This is an optimization exercise on Yosys and OpenROAD, whose aim is small area, a short achievable clock period and few clock cycles, not a production implementation. RTL that was checked went through simulation tests only; none was proved equivalent to the original. No activity file was given, so power comes from the tool's default toggle rates.

// chip8_cpu
module chip8_cpu (
    input  logic        clk,
    input  logic        reset_i,
    output logic        mem_rd_valid_o,
    output logic [11:0] mem_rd_addr_o,
    input  logic        mem_rd_ready_i,
    input  logic [7:0]  mem_rd_data_i,
    output logic        mem_wr_valid_o,
    output logic [19:0] mem_wr_o,
    input  logic        mem_wr_ready_i
);
Size in the first run: about 46 I/O pins.
clock: 7.0 ns
lec_check: 0
abc_area: 1
cap_margin: 20
core_margin: 2
core_utilization: 40
cts_buf_list: sky130_fd_sc_hd__clkbuf_16
cts_cluster_diameter: 120
cts_cluster_size: 24
place_density: 0.6
setup_slack_margin: 4.4
slew_margin: 20
standard.sh (not shown) runs the stock make flow with config.mk's settings and CLKGATE_MAP_FILE= SYNTH_SCRIPT=/design/flow/synth_recipe.tcl, a recipe that flattens the netlist after the stock synthesis.
==> flow/flow/run.sh <==
#!/bin/bash
# The standard layout, except that the port buffers are plain buffers
# (buf_4) instead of the delay cell buffer_ports picks by default.
set -euo pipefail
bash standard.sh 'BUFFER_PORTS_ARGS=-buffer_cell sky130_fd_sc_hd__buf_4' finish > standard_flow.log 2>&1
Change:
- ABC_AREA: 1 -> 0
- SETUP_SLACK_MARGIN: 4.4 -> 4.2
Worst setup slack loses 0.53 ns.
Clock power stays flat.
Wire length came out lower by 16%.
First-iteration DRC count falls by about 23%.
Flip-flop and latch count is unchanged.
Sequential share of layout area goes up by 1.6 points.
Total power decreases by 5.4%.
Final area is lower by about 3.6%.
Change:
- ABC_AREA: 0 -> 1
Result: Clock skew is about the same; worst hold slack is worse by 0.051 ns; synthesized cell count climbs by 38%; wire length rose by 8.4%; design area falls by 3.0%; setup slack gains 0.45 ns; total power came out higher by 1.4%; synthesized area grows by 2.0%; non-clock buffer count is lower by 56; register-to-register slack improves by 0.45 ns.
No run of this note included a check of the RTL's function; only the layout flow was run.

Setup of JK:
chip8_cpu, a different RTL version from the one above (not shown whole).
Size: about 2700 cells after synthesis, about 420 flip-flops, ~46 I/O pins, ~24000 um^2 of cells after synthesis.
clock: 7.0 ns
lec_check: 0
abc_area: 1
cap_margin: 20
core_margin: 2
core_utilization: 40
place_density: 0.6
setup_slack_margin: 3.5
slew_margin: 20
run.sh (not shown) runs the stock make flow with config.mk's settings and CLKGATE_MAP_FILE= SYNTH_SCRIPT=/design/flow/synth_recipe.tcl, a recipe that flattens the netlist after the stock synthesis.
Stock flow here: none of the scripts above is used.
Inputs modified between JK and MS:
- clearing ABC_AREA, which used to be 1
[summary]
Run comparison: JK capturing instance or port of the critical path v_q[15][7]; MS capturing instance or port of the critical path v_q[15][6]
Looking at final critical-path setup slack, MS sits 0.43 ns lower than JK does.
JK vs MS, cell with the largest stage delay on the worst path: sky130_fd_sc_hd__dfxtp_4 vs sky130_fd_sc_hd__mux4_2
JK has higher end-of-flow core utilization than MS.
JK was larger in final cell area than MS.
Summary of MS over JK: initial antenna violation count +2; total internal power -2.7%; cell area after placement +0.68%.
Delta(filler cell count, MS - JK) < 0
No run of this note included a check of the RTL's function; only the layout flow was run.

job 6048:
chip8_cpu, a different RTL version from the one above (not shown whole).
Size in the first run: roughly 2,200 cells after synthesis, about 22,000 um^2 of cells after synthesis.
==> flow/config.mk <==
export PLATFORM = sky130hd
export DESIGN_NAME = chip8_cpu
export DESIGN_NICKNAME = chip8_cpu
export VERILOG_FILES = /design/flow/design.v
export SDC_FILE = /design/flow/constraint.sdc
export NUM_CORES = 4
export LEC_CHECK = 0
export ABC_AREA = 1
export CAP_MARGIN = 5
export CORE_MARGIN = 2
export CORE_UTILIZATION = 40
export CTS_BUF_LIST = sky130_fd_sc_hd__clkbuf_16
export CTS_CLUSTER_DIAMETER = 120
export CTS_CLUSTER_SIZE = 24
export PLACE_DENSITY = 0.6
export SETUP_SLACK_MARGIN = 4.2
export SLEW_MARGIN = 5
==> flow/constraint.sdc <==
create_clock -name core_clock -period 7.0 [get_ports {clk}]
set_input_delay 1.4000 -clock core_clock [delete_from_list [all_inputs] [get_ports {clk}]]
set_output_delay 1.4000 -clock core_clock [all_outputs]
set_load 0.01 [all_outputs]
standard.sh (not shown) runs the stock make flow with config.mk's settings and CLKGATE_MAP_FILE= SYNTH_SCRIPT=/design/flow/synth_recipe.tcl, a recipe that flattens the netlist after the stock synthesis.
Scripts as last shown in full above: flow/flow/run.sh
Testbench counts of job 6048, summed over its fixed seeds: cycles 56,578.
[inputs] job 852 vs job 6048
-- flow/config.mk --
<<< job 6048, line 8
export ABC_AREA = 1
export CAP_MARGIN = 5
export CORE_MARGIN = 2
>>> job 852, line 8
export ABC_AREA = 1
export CAP_MARGIN = 20
export CORE_MARGIN = 2
<<< job 6048, line 14
export CTS_CLUSTER_SIZE = 24
export PLACE_DENSITY = 0.6
export SETUP_SLACK_MARGIN = 4.2
export SLEW_MARGIN = 5
>>> job 852, line 14
export CTS_CLUSTER_SIZE = 24
export PLACE_DENSITY = 0.68
export SETUP_SLACK_MARGIN = 4.2
export SLEW_MARGIN = 20
==> results.txt <==
- Job 852 finished every step from synthesis to the final layout, and the layout passed the timing, DRC and antenna checks.
- Job 852 supports a higher top clock frequency than job 6048.
- Looking at period utilization, job 852 sits 1.4 points below job 6048.
- Cell area | job 852 vs job 6048 | job 852 larger
- Between job 6048 and job 852, setup slack increased.
- When the final numbers for job 852 and job 6048 were put side by side, the final total power turned out to be smaller in job 6048.
- Final weighted congestion in routability-driven placement, job 852 and job 6048: smaller value in job 852
Setup changes, job 852 to job 1308
-- flow/config.mk --
<<< job 852, line 14
export CTS_CLUSTER_SIZE = 24
export PLACE_DENSITY = 0.68
export SETUP_SLACK_MARGIN = 4.2
>>> job 1308, line 14
export CTS_CLUSTER_SIZE = 24
export GPL_ROUTABILITY_DRIVEN = 0
export PLACE_DENSITY = 0.6
export SETUP_SLACK_MARGIN = 4.2
==> comparison <==
Job 1308 vs. job 852: achievable frequency went down by 10 MHz.
Compared with job 852, in job 1308 clock skew -7.5 ps, final clock period utilization by the worst path saw an increase, worst slack after detailed placement up 47 ps, number of search-and-repair iterations in the first detailed-routing pass roughly the same.
Sequential share of layout area on job 1308 is up relative to job 852.
Run comparison: job 852 slowest cell on the critical path sky130_fd_sc_hd__edfxtp_1; job 1308 slowest cell on the critical path sky130_fd_sc_hd__nand2_8
Compared job 1308 vs job 852, and routed wire length is down in job 1308.
The run with more setup slack is job 852; job 1308 has less.
NOTE non-clock inverter count in the final layout job 852->job 1308 decreased slightly
[inputs] job 3739 vs job 1308
-- flow/config.mk --
<<< job 1308, line 11
export CORE_UTILIZATION = 40
export CTS_BUF_LIST = sky130_fd_sc_hd__clkbuf_16
export CTS_CLUSTER_DIAMETER = 120
export CTS_CLUSTER_SIZE = 24
export GPL_ROUTABILITY_DRIVEN = 0
export PLACE_DENSITY = 0.6
>>> job 3739, line 11
export CORE_UTILIZATION = 40
export CTS_BUF_LIST = sky130_fd_sc_hd__clkbuf_8
export CTS_CLUSTER_SIZE = 30
export PLACE_DENSITY = 0.6
[summary]
Of job 3739 and job 1308, job 1308 shows the lower met3 track demand over resource, with job 3739 above it.
Relative to job 1308, job 3739 degrades post-route total power.
Compared with job 1308, job 3739 has extra setup slack.
There was hardly any difference in floorplan die area between job 1308 and job 3739.
The final reports for job 3739 and job 1308 show clock buffer count from CTS higher in the former.
Job 1308 → job 3739: clock power share now sits higher, amount of wire on met2 after detailed routing now sits higher, number of port buffers now sits at about the same level.

## port drivers added, routing unchanged
No port has a modelled driver above. Below, the same layouts with a new extraction and two added sets of constraints.
Step 1 assumes that a clkbuf_16 drives the clock port and a buf_2 every other input.
Step 2 adds t to the input delays and takes it off the output delays; t is the mean of the earliest and latest rising clock arrival at the registers after step 1. Input paths then give back, and output paths get back, about the clock's delay inside the block.
Slacks: ideal ports / drivers / drivers and shift; pairs: ideal ports / drivers.
run	t, ns	setup WS [ns]	clock arrival spread, ns	slew at the worst register clock pin (ns)	cell pins on the clock port's net
the first run of note 1	0.617	4.278 / 4.251 / 3.634	0.041 / 0.041	0.11 / 0.11	1
the second run of note 1	0.633	3.748 / 3.748 / 3.561	0.045 / 0.045	0.11 / 0.11	1
the third run of note 1	0.637	4.197 / 4.197 / 3.593	0.034 / 0.035	0.11 / 0.11	1
JK	0.675	2.979 / 2.979 / 2.979	0.045 / 0.045	0.07 / 0.07	1
MS	0.674	2.548 / 2.548 / 2.548	0.056 / 0.056	0.07 / 0.07	1
job 6048	0.629	4.144 / 4.178 / 3.548	0.031 / 0.031	0.11 / 0.11	1
job 852	0.621	4.239 / 4.239 / 3.642	0.039 / 0.039	0.11 / 0.11	1
job 1308	0.631	4.160 / 4.143 / 3.511	0.031 / 0.031	0.11 / 0.11	1
job 3739	0.708	4.249 / 4.198 / 3.593	0.047 / 0.046	0.07 / 0.07	1
After both steps every run listed still meets setup and hold. For job 3739, which loses most, drivers alone change the setup slack by -0.051 ns; drivers and shift together by -0.656 ns.
